What follows belongs to an exercise in optimizing a design on an open flow for a short achievable clock period and few clock cycles; a production flow would make more cautious choices. In this exercise RTL edits were held to simulation tests only and were not proved equivalent to the original. Power is estimated from default activity; no workload was simulated.

==> flow/design.v <==
package lc3b_pkg;
	typedef logic [15:0] lc3b_word;	 
	typedef logic [2:0] lc3b_reg;	 
	typedef logic [2:0] lc3b_cc;	 
	typedef logic [15:0] lc3b_ctrl;	 
	typedef enum logic [3:0] {
		op_br = 4'b0000,
		op_add = 4'b0001,
		op_ldb = 4'b0010,
		op_stb = 4'b0011,
		op_jsr = 4'b0100,	 
		op_and = 4'b0101,
		op_ldr = 4'b0110,
		op_str = 4'b0111,
		op_rti = 4'b1000,
		op_not = 4'b1001,
		op_ldi = 4'b1010,
		op_sti = 4'b1011,
		op_jmp = 4'b1100,
		op_shf = 4'b1101,
		op_lea = 4'b1110,
		op_trap = 4'b1111
	} lc3b_opcode;
	localparam int ctrl_ld_reg = 0;	 
	localparam int ctrl_ld_cc = 1;	 
	localparam int ctrl_sr2_needed = 2;
	localparam int ctrl_sr1_needed = 3;
	localparam int ctrl_alu_op = 4;	 
	localparam int ctrl_use_imm5 = 6;
	localparam int ctrl_addr_sel = 7;	 
	localparam int ctrl_mem_read = 8;
	localparam int ctrl_mem_write = 9;
	localparam int ctrl_byte_op = 10;
	localparam int ctrl_br_op = 11;
	localparam int ctrl_jmp_op = 12;
	localparam int ctrl_jsr_op = 13;
	localparam int ctrl_wb_sel = 14;	 
	localparam logic [1:0] alu_add = 2'b00;
	localparam logic [1:0] alu_and = 2'b01;
	localparam logic [1:0] alu_not = 2'b10;
	localparam logic [1:0] alu_shift = 2'b11;	 
	localparam logic [1:0] wb_alu = 2'b00;
	localparam logic [1:0] wb_addr = 2'b01;	 
	localparam logic [1:0] wb_load = 2'b10;
	localparam logic [1:0] wb_pc = 2'b11;	 
endpackage
`timescale 1ns/1ps
module lc3b_control_rom (
	input lc3b_pkg::lc3b_word ir,
	output lc3b_pkg::lc3b_ctrl ctrl_word
);
	lc3b_pkg::lc3b_opcode opcode;
	assign opcode = lc3b_pkg::lc3b_opcode'(ir[15:12]);
	always_comb begin
		ctrl_word = '0;	 
		case (opcode)
			lc3b_pkg::op_add, lc3b_pkg::op_and: begin
				ctrl_word[lc3b_pkg::ctrl_ld_reg] = 1'b1;
				ctrl_word[lc3b_pkg::ctrl_ld_cc] = 1'b1;
				ctrl_word[lc3b_pkg::ctrl_sr1_needed] = 1'b1;
				ctrl_word[lc3b_pkg::ctrl_sr2_needed] = ~ir[5];	 
				ctrl_word[lc3b_pkg::ctrl_use_imm5] = ir[5];
				if (opcode == lc3b_pkg::op_and)
					ctrl_word[lc3b_pkg::ctrl_alu_op +: 2] = lc3b_pkg::alu_and;
				else
					ctrl_word[lc3b_pkg::ctrl_alu_op +: 2] = lc3b_pkg::alu_add;
			end
			lc3b_pkg::op_not, lc3b_pkg::op_shf: begin
				ctrl_word[lc3b_pkg::ctrl_ld_reg] = 1'b1;
				ctrl_word[lc3b_pkg::ctrl_ld_cc] = 1'b1;
				ctrl_word[lc3b_pkg::ctrl_sr1_needed] = 1'b1;
				if (opcode == lc3b_pkg::op_not)
					ctrl_word[lc3b_pkg::ctrl_alu_op +: 2] = lc3b_pkg::alu_not;
				else
					ctrl_word[lc3b_pkg::ctrl_alu_op +: 2] = lc3b_pkg::alu_shift;
			end
			lc3b_pkg::op_ldr, lc3b_pkg::op_ldb: begin
				ctrl_word[lc3b_pkg::ctrl_ld_reg] = 1'b1;
				ctrl_word[lc3b_pkg::ctrl_ld_cc] = 1'b1;
				ctrl_word[lc3b_pkg::ctrl_sr1_needed] = 1'b1;	 
				ctrl_word[lc3b_pkg::ctrl_mem_read] = 1'b1;
				ctrl_word[lc3b_pkg::ctrl_byte_op] = (opcode == lc3b_pkg::op_ldb);
				ctrl_word[lc3b_pkg::ctrl_wb_sel +: 2] = lc3b_pkg::wb_load;
			end
			lc3b_pkg::op_str, lc3b_pkg::op_stb: begin
				ctrl_word[lc3b_pkg::ctrl_sr1_needed] = 1'b1;
				ctrl_word[lc3b_pkg::ctrl_sr2_needed] = 1'b1;	 
				ctrl_word[lc3b_pkg::ctrl_mem_write] = 1'b1;
				ctrl_word[lc3b_pkg::ctrl_byte_op] = (opcode == lc3b_pkg::op_stb);
			end
			lc3b_pkg::op_lea: begin
				ctrl_word[lc3b_pkg::ctrl_ld_reg] = 1'b1;	 
				ctrl_word[lc3b_pkg::ctrl_addr_sel] = 1'b1;
				ctrl_word[lc3b_pkg::ctrl_wb_sel +: 2] = lc3b_pkg::wb_addr;
			end
			lc3b_pkg::op_br: begin
				ctrl_word[lc3b_pkg::ctrl_br_op] = 1'b1;
				ctrl_word[lc3b_pkg::ctrl_addr_sel] = 1'b1;
			end
			lc3b_pkg::op_jmp: begin
				ctrl_word[lc3b_pkg::ctrl_jmp_op] = 1'b1;
				ctrl_word[lc3b_pkg::ctrl_sr1_needed] = 1'b1;
			end
			lc3b_pkg::op_jsr: begin
				ctrl_word[lc3b_pkg::ctrl_jsr_op] = 1'b1;
				ctrl_word[lc3b_pkg::ctrl_ld_reg] = 1'b1;	 
				ctrl_word[lc3b_pkg::ctrl_addr_sel] = ir[11];	 
				ctrl_word[lc3b_pkg::ctrl_sr1_needed] = ~ir[11];	 
				ctrl_word[lc3b_pkg::ctrl_wb_sel +: 2] = lc3b_pkg::wb_pc;
			end
			default: ctrl_word = '0;
		endcase
	end
endmodule
`timescale 1ns/1ps
module lc3b_regfile (
	input logic clk,
	input logic rst_n,
	input logic load,
	input lc3b_pkg::lc3b_reg dest,
	input lc3b_pkg::lc3b_word in,
	input lc3b_pkg::lc3b_reg src_a,
	input lc3b_pkg::lc3b_reg src_b,
	output lc3b_pkg::lc3b_word reg_a,
	output lc3b_pkg::lc3b_word reg_b
);
	lc3b_pkg::lc3b_word regs [8];	 
	always_ff @(posedge clk) begin
		if (!rst_n) begin
			for (int i = 0; i < 8; i++)
				regs[i] <= '0;
		end else if (load) begin
			regs[dest] <= in;
		end
	end
	assign reg_a = (load && dest == src_a) ? in : regs[src_a];
	assign reg_b = (load && dest == src_b) ? in : regs[src_b];
endmodule
`timescale 1ns/1ps
module lc3b_execute (
	input lc3b_pkg::lc3b_word ir,
	input lc3b_pkg::lc3b_word pc,	 
	input lc3b_pkg::lc3b_word sr1,
	input lc3b_pkg::lc3b_word sr2,
	input lc3b_pkg::lc3b_ctrl ctrl,
	output lc3b_pkg::lc3b_word result,
	output lc3b_pkg::lc3b_word address
);
	lc3b_pkg::lc3b_word sext5, sext6, sext9, sext11;
	lc3b_pkg::lc3b_word alu_b, alu_out, shf_out;
	lc3b_pkg::lc3b_word addr_base, addr_off;
	logic [1:0] alu_op;
	assign sext5 = {{11{ir[4]}}, ir[4:0]};
	assign sext6 = {{10{ir[5]}}, ir[5:0]};
	assign sext9 = {{7{ir[8]}}, ir[8:0]};
	assign sext11 = {{5{ir[10]}}, ir[10:0]};
	assign alu_op = ctrl[lc3b_pkg::ctrl_alu_op +: 2];
	assign alu_b = ctrl[lc3b_pkg::ctrl_use_imm5] ? sext5 : sr2;
	always_comb begin
		case (alu_op)
			lc3b_pkg::alu_add: alu_out = sr1 + alu_b;
			lc3b_pkg::alu_and: alu_out = sr1 & alu_b;
			default: alu_out = ~sr1;	 
		endcase
	end
	always_comb begin
		if (!ir[4])
			shf_out = sr1 << ir[3:0];	 
		else if (!ir[5])
			shf_out = sr1 >> ir[3:0];	 
		else
			shf_out = lc3b_pkg::lc3b_word'($signed(sr1) >>> ir[3:0]);	 
	end
	always_comb begin
		if (ctrl[lc3b_pkg::ctrl_addr_sel]) begin
			addr_base = pc;
			addr_off = ctrl[lc3b_pkg::ctrl_jsr_op] ? sext11 << 1 : sext9 << 1;
		end else begin
			addr_base = sr1;
			if (ctrl[lc3b_pkg::ctrl_jmp_op] | ctrl[lc3b_pkg::ctrl_jsr_op])
				addr_off = '0;	 
			else if (ctrl[lc3b_pkg::ctrl_byte_op])
				addr_off = sext6;	 
			else
				addr_off = sext6 << 1;	 
		end
	end
	assign address = addr_base + addr_off;
	assign result = (alu_op == lc3b_pkg::alu_shift) ? shf_out : alu_out;
endmodule
`timescale 1ns/1ps
module lc3b_dependency_logic (
	input lc3b_pkg::lc3b_reg sr1,
	input lc3b_pkg::lc3b_reg sr2,
	input logic sr1_needed,
	input logic sr2_needed,
	input logic br_op,
	input lc3b_pkg::lc3b_reg ex_dr,
	input lc3b_pkg::lc3b_reg mem_dr,
	input lc3b_pkg::lc3b_reg wb_dr,
	input logic ex_ld_reg,
	input logic mem_ld_reg,
	input logic wb_ld_reg,
	input logic ex_ld_cc,
	input logic mem_ld_cc,
	input logic wb_ld_cc,
	output logic dep_stall
);
	logic sr1_hit, sr2_hit, cc_hit;
	assign sr1_hit = sr1_needed & ((ex_ld_reg & (ex_dr == sr1))
		| (mem_ld_reg & (mem_dr == sr1)));
	assign sr2_hit = sr2_needed & ((ex_ld_reg & (ex_dr == sr2))
		| (mem_ld_reg & (mem_dr == sr2)));
	assign cc_hit = br_op & (ex_ld_cc | mem_ld_cc | wb_ld_cc);	 
	assign dep_stall = sr1_hit | sr2_hit | cc_hit;
endmodule
`timescale 1ns/1ps
module lc3b_mem_stage (
	input lc3b_pkg::lc3b_ctrl ctrl,
	input logic valid,
	input lc3b_pkg::lc3b_word address,
	input lc3b_pkg::lc3b_word store_data,
	input lc3b_pkg::lc3b_cc ir_nzp,
	input lc3b_pkg::lc3b_cc cc,
	input lc3b_pkg::lc3b_word dmem_rdata,
	input logic dmem_resp,
	output logic dmem_read,
	output logic dmem_write,
	output lc3b_pkg::lc3b_word dmem_wdata,
	output logic [1:0] dmem_byte_enable,
	output lc3b_pkg::lc3b_word load_data,
	output logic mem_stall,
	output logic redirect,
	output lc3b_pkg::lc3b_word target
);
	logic byte_op;
	logic access;
	logic br_taken;
	logic [7:0] rd_byte;
	assign byte_op = ctrl[lc3b_pkg::ctrl_byte_op];
	assign dmem_read = valid & ctrl[lc3b_pkg::ctrl_mem_read];
	assign dmem_write = valid & ctrl[lc3b_pkg::ctrl_mem_write];
	assign access = dmem_read | dmem_write;
	assign dmem_wdata = byte_op ? {store_data[7:0], store_data[7:0]} : store_data;
	always_comb begin
		if (!access)
			dmem_byte_enable = 2'b00;
		else if (!byte_op)
			dmem_byte_enable = 2'b11;	 
		else if (address[0])
			dmem_byte_enable = 2'b10;	 
		else
			dmem_byte_enable = 2'b01;
	end
	assign rd_byte = address[0] ? dmem_rdata[15:8] : dmem_rdata[7:0];
	assign load_data = byte_op ? {8'h00, rd_byte} : dmem_rdata;	 
	assign mem_stall = access & ~dmem_resp;
	assign br_taken = ctrl[lc3b_pkg::ctrl_br_op] & (|(ir_nzp & cc));
	assign redirect = valid & (br_taken | ctrl[lc3b_pkg::ctrl_jmp_op]
		| ctrl[lc3b_pkg::ctrl_jsr_op]);
	assign target = address;	 
endmodule
`timescale 1ns/1ps
module lc3b_datapath #(
	parameter lc3b_pkg::lc3b_word reset_pc = 16'h0000
) (
	input logic clk,
	input logic rst_n,
	input lc3b_pkg::lc3b_word imem_rdata,
	input logic imem_resp,
	input lc3b_pkg::lc3b_word dmem_rdata,
	input logic dmem_resp,
	output logic imem_read,
	output lc3b_pkg::lc3b_word imem_address,
	output logic dmem_read,
	output logic dmem_write,
	output lc3b_pkg::lc3b_word dmem_address,
	output lc3b_pkg::lc3b_word dmem_wdata,
	output logic [1:0] dmem_byte_enable,
	output lc3b_pkg::lc3b_word if_id_ir,
	input lc3b_pkg::lc3b_ctrl ctrl_word
);
	lc3b_pkg::lc3b_word pc, pc_plus2;
	logic fetch_en;	 
	logic fetch_ok;
	logic branch_pending;
	lc3b_pkg::lc3b_word if_id_pc;
	logic if_id_valid;
	lc3b_pkg::lc3b_opcode id_opcode;
	lc3b_pkg::lc3b_reg id_src_b, id_dr;
	lc3b_pkg::lc3b_word id_sr1, id_sr2;
	logic dep_stall;
	lc3b_pkg::lc3b_word id_ex_ir, id_ex_pc, id_ex_sr1, id_ex_sr2;
	lc3b_pkg::lc3b_reg id_ex_dr;
	lc3b_pkg::lc3b_ctrl id_ex_ctrl;
	logic id_ex_valid;
	lc3b_pkg::lc3b_word ex_result, ex_address;
	lc3b_pkg::lc3b_word ex_mem_ir, ex_mem_pc, ex_mem_result, ex_mem_address, ex_mem_sdata;
	lc3b_pkg::lc3b_reg ex_mem_dr;
	lc3b_pkg::lc3b_ctrl ex_mem_ctrl;
	logic ex_mem_valid;
	lc3b_pkg::lc3b_word mem_load_data, mem_target;
	logic mem_stall, mem_redirect;
	lc3b_pkg::lc3b_word mem_wb_pc, mem_wb_result, mem_wb_address, mem_wb_data;
	lc3b_pkg::lc3b_reg mem_wb_dr;
	lc3b_pkg::lc3b_ctrl mem_wb_ctrl;
	logic mem_wb_valid;
	lc3b_pkg::lc3b_word wb_data;
	lc3b_pkg::lc3b_cc cc, wb_cc;
	logic wb_ld_reg, wb_ld_cc;
	function automatic logic is_flow(input logic [15:0] c);	 
		is_flow = c[lc3b_pkg::ctrl_br_op] | c[lc3b_pkg::ctrl_jmp_op] | c[lc3b_pkg::ctrl_jsr_op];
	endfunction
	assign branch_pending = (if_id_valid & is_flow(ctrl_word))
		| (id_ex_valid & is_flow(id_ex_ctrl)) | (ex_mem_valid & is_flow(ex_mem_ctrl));
	assign pc_plus2 = pc + 16'd2;
	assign imem_read = fetch_en & ~branch_pending;
	assign imem_address = pc;
	assign fetch_ok = imem_read & imem_resp & ~mem_stall & ~dep_stall;	 
	assign id_opcode = lc3b_pkg::lc3b_opcode'(if_id_ir[15:12]);
	assign id_src_b = (id_opcode == lc3b_pkg::op_str || id_opcode == lc3b_pkg::op_stb)
		? if_id_ir[11:9] : if_id_ir[2:0];	 
	assign id_dr = (id_opcode == lc3b_pkg::op_jsr) ? 3'b111 : if_id_ir[11:9];
	assign wb_ld_reg = mem_wb_valid & mem_wb_ctrl[lc3b_pkg::ctrl_ld_reg];
	assign wb_ld_cc = mem_wb_valid & mem_wb_ctrl[lc3b_pkg::ctrl_ld_cc];
	lc3b_regfile regfile0 (
		.clk, .rst_n, .load(wb_ld_reg), .dest(mem_wb_dr), .in(wb_data),
		.src_a(if_id_ir[8:6]), .src_b(id_src_b), .reg_a(id_sr1), .reg_b(id_sr2)
	);
	lc3b_dependency_logic dependency_logic0 (
		.sr1(if_id_ir[8:6]), .sr2(id_src_b),
		.sr1_needed(if_id_valid & ctrl_word[lc3b_pkg::ctrl_sr1_needed]),
		.sr2_needed(if_id_valid & ctrl_word[lc3b_pkg::ctrl_sr2_needed]),
		.br_op(if_id_valid & ctrl_word[lc3b_pkg::ctrl_br_op]),
		.ex_dr(id_ex_dr), .mem_dr(ex_mem_dr), .wb_dr(mem_wb_dr),
		.ex_ld_reg(id_ex_valid & id_ex_ctrl[lc3b_pkg::ctrl_ld_reg]),
		.mem_ld_reg(ex_mem_valid & ex_mem_ctrl[lc3b_pkg::ctrl_ld_reg]),
		.wb_ld_reg(wb_ld_reg),
		.ex_ld_cc(id_ex_valid & id_ex_ctrl[lc3b_pkg::ctrl_ld_cc]),
		.mem_ld_cc(ex_mem_valid & ex_mem_ctrl[lc3b_pkg::ctrl_ld_cc]),
		.wb_ld_cc(wb_ld_cc), .dep_stall
	);
	lc3b_execute execute0 (
		.ir(id_ex_ir), .pc(id_ex_pc), .sr1(id_ex_sr1), .sr2(id_ex_sr2), .ctrl(id_ex_ctrl),
		.result(ex_result), .address(ex_address)
	);
	assign dmem_address = ex_mem_address;
	lc3b_mem_stage mem_stage0 (
		.ctrl(ex_mem_ctrl), .valid(ex_mem_valid), .address(ex_mem_address),
		.store_data(ex_mem_sdata), .ir_nzp(ex_mem_ir[11:9]), .cc, .dmem_rdata, .dmem_resp,
		.dmem_read, .dmem_write, .dmem_wdata, .dmem_byte_enable,
		.load_data(mem_load_data), .mem_stall, .redirect(mem_redirect), .target(mem_target)
	);
	always_comb begin
		case (mem_wb_ctrl[lc3b_pkg::ctrl_wb_sel +: 2])
			lc3b_pkg::wb_alu: wb_data = mem_wb_result;
			lc3b_pkg::wb_addr: wb_data = mem_wb_address;
			lc3b_pkg::wb_load: wb_data = mem_wb_data;
			default: wb_data = mem_wb_pc;	 
		endcase
	end
	assign wb_cc = {wb_data[15], wb_data == 16'h0000, ~wb_data[15] & (wb_data != 16'h0000)};
	always_ff @(posedge clk) begin
		if (!rst_n) begin
			fetch_en <= 1'b0;
			pc <= reset_pc;
			if_id_valid <= 1'b0;
			id_ex_valid <= 1'b0;
			ex_mem_valid <= 1'b0;
			mem_wb_valid <= 1'b0;
			cc <= 3'b010;	 
		end else begin
			fetch_en <= 1'b1;
			if (mem_redirect)
				pc <= mem_target;	 
			else if (fetch_ok)
				pc <= pc_plus2;
			if (!(mem_stall | dep_stall))
				if_id_valid <= fetch_ok;	 
			if (!mem_stall) begin
				id_ex_valid <= if_id_valid & ~dep_stall;	 
				ex_mem_valid <= id_ex_valid;
				mem_wb_valid <= ex_mem_valid;
			end
			if (wb_ld_cc)
				cc <= wb_cc;
		end
	end
	always_ff @(posedge clk) begin
		if (fetch_ok) begin
			if_id_ir <= imem_rdata;
			if_id_pc <= pc_plus2;
		end
		if (!mem_stall) begin
			id_ex_ir <= if_id_ir;
			id_ex_pc <= if_id_pc;
			id_ex_sr1 <= id_sr1;
			id_ex_sr2 <= id_sr2;
			id_ex_dr <= id_dr;
			id_ex_ctrl <= ctrl_word;
			ex_mem_ir <= id_ex_ir;
			ex_mem_pc <= id_ex_pc;
			ex_mem_result <= ex_result;
			ex_mem_address <= ex_address;
			ex_mem_sdata <= id_ex_sr2;	 
			ex_mem_dr <= id_ex_dr;
			ex_mem_ctrl <= id_ex_ctrl;
			mem_wb_pc <= ex_mem_pc;
			mem_wb_result <= ex_mem_result;
			mem_wb_address <= ex_mem_address;
			mem_wb_data <= mem_load_data;
			mem_wb_dr <= ex_mem_dr;
			mem_wb_ctrl <= ex_mem_ctrl;
		end
	end
endmodule
`timescale 1ns/1ps
module lc3b_cpu #(
	parameter lc3b_pkg::lc3b_word reset_pc = 16'h0000	 
) (
	input logic clk,
	input logic rst_n,
	input lc3b_pkg::lc3b_word imem_rdata,
	input logic imem_resp,
	input lc3b_pkg::lc3b_word dmem_rdata,
	input logic dmem_resp,
	output logic imem_read,
	output lc3b_pkg::lc3b_word imem_address,
	output logic dmem_read,
	output logic dmem_write,
	output lc3b_pkg::lc3b_word dmem_address,
	output lc3b_pkg::lc3b_word dmem_wdata,
	output logic [1:0] dmem_byte_enable
);
	lc3b_pkg::lc3b_word if_id_ir;	 
	lc3b_pkg::lc3b_ctrl ctrl_word;
	lc3b_control_rom control_rom0 (
		.ir(if_id_ir),
		.ctrl_word
	);
	lc3b_datapath #(.reset_pc(reset_pc)) datapath0 (
		.clk, .rst_n,
		.imem_rdata, .imem_resp, .dmem_rdata, .dmem_resp,
		.imem_read, .imem_address,
		.dmem_read, .dmem_write, .dmem_address, .dmem_wdata, .dmem_byte_enable,
		.if_id_ir, .ctrl_word
	);
endmodule
==> flow/run.sh <==
#!/bin/bash
# synth_recipe.tcl (not shown) runs the flow's synth.tcl, then flattens the netlist and writes it again
# the make line also repeats each setting of config.mk as NAME=value (left out here)
make -C /OpenROAD-flow-scripts/flow DESIGN_CONFIG=/design/flow/config.mk WORK_HOME=/design/flow/orfs CLKGATE_MAP_FILE= SYNTH_SCRIPT=/design/flow/synth_recipe.tcl finish
==> flow/config.mk <==
export PLATFORM = sky130hd
export DESIGN_NAME = lc3b_cpu
export DESIGN_NICKNAME = lc3b_cpu
export VERILOG_FILES = /design/flow/design.v
export SDC_FILE = /design/flow/constraint.sdc
export NUM_CORES = 4
export LEC_CHECK = 0
export CAP_MARGIN = 20
export CORE_MARGIN = 2
export CORE_UTILIZATION = 40
export SLEW_MARGIN = 20
==> flow/constraint.sdc <==
create_clock -name core_clock -period 5.5 [get_ports {clk}]
set_input_delay 1.1000 -clock core_clock [delete_from_list [all_inputs] [get_ports {clk}]]
set_output_delay 1.1000 -clock core_clock [all_outputs]
set_load 0.01 [all_outputs]
==> flow_summary.html <==
<table>
<tr><th>Metric</th><th>Value</th></tr>
<tr><th colspan="2">Timing</th></tr>
<tr><td>Period utilisation layout</td><td>around 72%</td></tr>
<tr><td>Pins Over Slew Limit</td><td>0</td></tr>
<tr><td>Fin. Hold Viols</td><td>0</td></tr>
<tr><td>Worst Tran Pin Value</td><td>1.04 ns</td></tr>
<tr><td>Minimum period implied by the final worst setup slack</td><td>3.95 ns</td></tr>
<tr><td>RSZ-0062 raised after global routing</td><td>false</td></tr>
<tr><td>Worst slew margin relative to its limit</td><td>between 30% and 40%</td></tr>
<tr><td>Final-layout setup total negative slack</td><td>0 ns</td></tr>
<tr><td>Number of failing setup endpoints in the final timing report</td><td>0</td></tr>
<tr><td>Max frequency</td><td>253 MHz</td></tr>
<tr><td>Post-route clock skew</td><td>0.0312 ns</td></tr>
<tr><th colspan="2">Flow run</th></tr>
<tr><td>MaxCap Viol Count</td><td>0</td></tr>
<tr><th colspan="2">Run status</th></tr>
<tr><td>Status</td><td>timing/DRC/antenna clean</td></tr>
<tr><th colspan="2">Route</th></tr>
<tr><td>Wirelength, routed</td><td>about 59000 um</td></tr>
<tr><td>Detailed Routing Iterations Pass 1</td><td>5</td></tr>
<tr><td>Vias per inst</td><td>5.79</td></tr>
<tr><td>Routed wirelength normalized by instance count</td><td>24.1 um</td></tr>
<tr><td>Count of antenna-violating nets left after detailed routing</td><td>0</td></tr>
<tr><td># DRC</td><td>0</td></tr>
<tr><td>Via count</td><td>14100</td></tr>
<tr><td>Iter 0 DRT Violations</td><td>1367</td></tr>
<tr><th colspan="2">Place</th></tr>
<tr><td>Number of buffer cells added on primary ports</td><td>between 80 and 90</td></tr>
<tr><td>Gpl congestion</td><td>0.876</td></tr>
<tr><td>Total instance count after detailed placement</td><td>2339</td></tr>
<tr><td>HPWL after DPL</td><td>~40000 um</td></tr>
<tr><th colspan="2">Layout</th></tr>
<tr><td>Most common library cell in the layout ignoring fill and taps</td><td>sky130_fd_sc_hd__edfxtp_1</td></tr>
<tr><td>Filler instances</td><td>about 4700</td></tr>
<tr><td>Top library cells by usage in the layout, fill and taps aside</td><td>sky130_fd_sc_hd__edfxtp_1 (388), sky130_fd_sc_hd__nor2_1 (180), sky130_fd_sc_hd__nand2_1 (93)</td></tr>
<tr><td>Antenna Cells</td><td>0</td></tr>
<tr><td>Area growth from synthesis to layout</td><td>14.6%</td></tr>
<tr><td>Final non-filler cell total</td><td>~2400</td></tr>
<tr><td>Share of cells above drive strength 1</td><td>16.2%</td></tr>
<tr><td>Area occupied by multi-input gates</td><td>8450 um^2</td></tr>
<tr><td>Share of the core filled with cells</td><td>46.4%</td></tr>
<tr><td>Register area</td><td>between 10000 and 15000 um^2</td></tr>
<tr><td>Post-layout nets</td><td>1769</td></tr>
<tr><th colspan="2">Floorplan</th></tr>
<tr><td>Die area</td><td>55000 um^2</td></tr>
<tr><td>Starting utilization of the core area</td><td>40.5%</td></tr>
<tr><td>Top Ports</td><td>89</td></tr>
<tr><td>Overall die width</td><td>235 um</td></tr>
<tr><td>Core outline area</td><td>roughly 53000 um^2</td></tr>
<tr><td>Standard-cell rows</td><td>84</td></tr>
<tr><td>Vertical extent of the die</td><td>about 230 um</td></tr>
<tr><th colspan="2">Setup path</th></tr>
<tr><td>Number of buffer and inverter instances along the worst setup path</td><td>2</td></tr>
<tr><td>Worst endpoint required time</td><td>a little under 6 ns</td></tr>
<tr><td>Sequence of cells on the critical path</td><td>nand3b_4 -&gt; mux2i_4 -&gt; buf_4 -&gt; xnor2_1 -&gt; o311ai_4 -&gt; o31ai_4 -&gt; buf_4 -&gt; a21boi_1 -&gt; o31a_1</td></tr>
<tr><td>Slowest cell delay on critical path</td><td>0.84 ns</td></tr>
<tr><td>Largest fanout on the critical path</td><td>35</td></tr>
<tr><td>Most repeated library cell on the critical path</td><td>sky130_fd_sc_hd__buf_4</td></tr>
<tr><td>Worst Setup Path Type</td><td>reg2reg</td></tr>
<tr><td>Nature of the critical path endpoint</td><td>flop</td></tr>
<tr><td>First element of the critical path</td><td>datapath0.if_id_ir[15]</td></tr>
<tr><td>Critical path startpoint category</td><td>flop</td></tr>
<tr><td>Crit path max-delay cell type</td><td>sky130_fd_sc_hd__o31ai_4</td></tr>
<tr><td>Critical register-to-register path startpoint</td><td>datapath0.if_id_ir[15]</td></tr>
<tr><td>Worst path arrival time</td><td>approximately 4.4 ns</td></tr>
<tr><td>Cell family with most CP delay</td><td>compound AO/OA/AOI/OAI gates</td></tr>
<tr><th colspan="2">GRT</th></tr>
<tr><td>Number of antenna violations at the first check in global routing</td><td>1</td></tr>
<tr><td>Number of global-route vias before repair</td><td>~14000</td></tr>
<tr><td>Maximum number of pins on one net before global-route repair</td><td>137</td></tr>
<tr><td>Global-route usage over all layers</td><td>21.3%</td></tr>
<tr><td>First-pass GRT wire length</td><td>86600 um</td></tr>
<tr><td>Global route total overflow</td><td>0</td></tr>
<tr><th colspan="2">Logic synthesis</th></tr>
<tr><td>Yosys reg bits</td><td>slightly above 400</td></tr>
<tr><td>Most used DFF post-synth</td><td>sky130_fd_sc_hd__edfxtp_1</td></tr>
<tr><td>Post-synth cell types</td><td>76</td></tr>
<tr><td>Number of synthesized flops with an enable pin</td><td>between 300 and 400</td></tr>
<tr><td>Post-synth design cell area</td><td>~21000 um^2</td></tr>
<tr><td>Fraction of synthesized area in multiplexers</td><td>14.7%</td></tr>
<tr><td>Instance count of the mapped netlist</td><td>1649</td></tr>
<tr><td>Post-synthesis share of cell area spent on full adders, half adders and majority gates</td><td>under 10%</td></tr>
<tr><td>Async set-reset flop share out of synthesis</td><td>0%</td></tr>
<tr><td>Mean instance size in the synthesized netlist</td><td>between 10 and 15 um^2</td></tr>
<tr><td>XOR/XNOR Fraction of Synth Area</td><td>2.27%</td></tr>
<tr><td>Area share of and/or/nand/nor cells after synthesis</td><td>10.3%</td></tr>
<tr><td>Post-Synthesis Net Count</td><td>1719</td></tr>
<tr><td>Dominant combinational cell family by area after synthesis</td><td>multiplexers</td></tr>
<tr><td>Ys Warns</td><td>5</td></tr>
<tr><td>Complex-gate fraction of the synthesized area</td><td>10.2%</td></tr>
<tr><td>Share of the yosys chip area belonging to registers</td><td>57.3%</td></tr>
<tr><th colspan="2">Clock network</th></tr>
<tr><td>Clock latency at the later pin of the worst-skew pair</td><td>around 0.59 ns</td></tr>
<tr><td>Clock edge transition at the registers on the reported setup and hold paths</td><td>0.06 ns</td></tr>
<tr><td>Max H-tree Level</td><td>2</td></tr>
<tr><td>Number of buffers created by CTS</td><td>46</td></tr>
<tr><td>Post-CTS setup-driven buffer insertion count</td><td>0</td></tr>
<tr><td>Root cell of the clock tree</td><td>sky130_fd_sc_hd__clkbuf_16</td></tr>
<tr><td>Buffer levels on the longest clock path</td><td>3</td></tr>
<tr><td>Clock Sink Count</td><td>between 400 and 500</td></tr>
<tr><td>CTS tree</td><td>yes</td></tr>
<tr><td>Quantity of gates resized following cts</td><td>0</td></tr>
<tr><td>CTS Hold Bufs</td><td>0</td></tr>
<tr><th colspan="2">Min path</th></tr>
<tr><td>Type of the most critical hold path</td><td>reg2reg</td></tr>
<tr><td>Hold Startpoint</td><td>datapath0.ex_mem_pc[1]</td></tr>
<tr><th colspan="2">Power and ir drop</th></tr>
<tr><td>Worst IR Drop VDD</td><td>0.240 mV</td></tr>
<tr><td>Leakage power</td><td>8.91 nW</td></tr>
<tr><td>Power density cells</td><td>398 nW/um^2</td></tr>
</table>
worst register-to-register path: cells and delay by family, from the launching register on:
family          cells  cell delay [ns]
flops               1             0.64
simple gates        1             0.33
mux                 1             0.24
buf+inv             2             0.92
xor+xnor            1             0.23
compound gates      4             1.46
stage by stage:
step | setup slack (ns) | power [mW] | hold WS, ns | instance area [um^2]
after floorplan | 0.0608 | 5.61 | 0.400 | 21300
after global placement | 1.46 | 6.63 | 0.402 | 22800
after detailed placement | 1.40 | 6.66 | 0.405 | 22800
after CTS | 1.42 | 9.74 | 0.411 | 24400
after global routing | 1.27 | 10.1 | 0.421 | 24400
final | 1.55 | 9.71 | 0.413 | 24400
sequential cells by signal (all words and copies together) (netlist names), 4 cells and up, named ones only:
signal / cells
datapath0.regfile0.regs: 128
datapath0.ex_mem_address: 16
datapath0.ex_mem_pc: 16
datapath0.ex_mem_result: 16
datapath0.ex_mem_sdata: 16
datapath0.id_ex_pc: 16
datapath0.id_ex_sr1: 16
datapath0.id_ex_sr2: 16
datapath0.if_id_ir: 16
datapath0.if_id_pc: 16
datapath0.mem_wb_address: 16
datapath0.mem_wb_data: 16
datapath0.mem_wb_pc: 16
datapath0.mem_wb_result: 16
datapath0.pc: 16
datapath0.id_ex_ctrl: 14
datapath0.id_ex_ir: 12
datapath0.ex_mem_ctrl: 10
datapath0.mem_wb_ctrl: 4
report_power, final:
group          leakage (nW)  switching, mW  internal [mW]
Sequential             4.36          0.465           4.00
Clock                 0.752           1.30           1.80
Combinational          3.79           1.22          0.926
Total                  8.91           2.98           6.73
cell usage after synthesis, types with 29 or more instances:
cell                       instances  area share (%)
sky130_fd_sc_hd__a211oi_1         45             1.6
sky130_fd_sc_hd__a21oi_1          81             1.9
sky130_fd_sc_hd__clkbuf_1         90             1.6
sky130_fd_sc_hd__edfxtp_1        388              55
sky130_fd_sc_hd__ha_1             32             1.9
sky130_fd_sc_hd__inv_1            41            0.72
sky130_fd_sc_hd__mux2_2           51             2.7
sky130_fd_sc_hd__mux2i_1          41             1.9
sky130_fd_sc_hd__mux4_2           89             9.4
sky130_fd_sc_hd__nand2_1          93             1.6
sky130_fd_sc_hd__nor2_1          180             3.2
sky130_fd_sc_hd__nor2b_1          55             1.6
sky130_fd_sc_hd__o21ai_0          73             1.7
sky130_fd_sc_hd__xnor2_1          29             1.2
final cells by class:
class,instances,share of cell area (%)
tap,688,3.53
multi-input combinational,1066,34.7
sequential,415,50.0
clock inverter,27,0.986
clock buffer,59,5.26
inverter,44,0.693
timing repair buffer,126,4.84
metal layers:
metal | up-vias | part of all wire [%] | track usage [%] | wire length [um]
li1 | 6370 | - | - | -
met1 | 7001 | 41 | 27.6 | 23900
met2 | 559 | 49 | 35.9 | 28700
met3 | 121 | 6.7 | 3.57 | 3910
met4 | 0 | 3.6 | 8.25 | 2100
met5 | - | 0 | 0 | 0
cells by family after synthesis:
family                     after synthesis
buffers and inverters                  168
AOI/OAI and AO/OA                      330
DFF                                    415
adders and majority gates               34
muxes                                  190
and+or+nand+nor                        457
xor gates and xnor gates                55
worst paths after layout:
kind,endpoint,slack [ns],depth (start not counted)
worst max-delay path,datapath0.pc[11],1.55,9
worst min-delay path,datapath0.mem_wb_pc[1],0.41,0
worst max register to register,datapath0.pc[11],1.55,9
worst min register to register,datapath0.mem_wb_pc[1],0.41,0
Testbench counts, summed over its fixed seeds: cycles 107,016.

what the ideal ports hide:
The results above use ideal ports. As a check the final layout listed here was re-extracted and re-timed, cells and wires unchanged. Step 1, drivers: a clkbuf_16 drives clk and a buf_2 each remaining input, both assumed. Step 2, shift: input delay + t, output delay - t, t = (earliest + latest rising clock arrival at the registers) / 2. This alone moves slack from input paths to output paths. Three values: ideal, step 1, step 2; two values: the first two.
t (ns): 0.635
setup WS [ns]: 1.555 / 1.555 / 1.435
hold WS [ns]: 0.413 / 0.413 / 0.413
clock arrival spread, ns: 0.032 / 0.032
After both steps setup and hold are still met in this run. For this run, drivers alone change the setup slack by 0.000 ns; drivers and shift together by -0.120 ns.
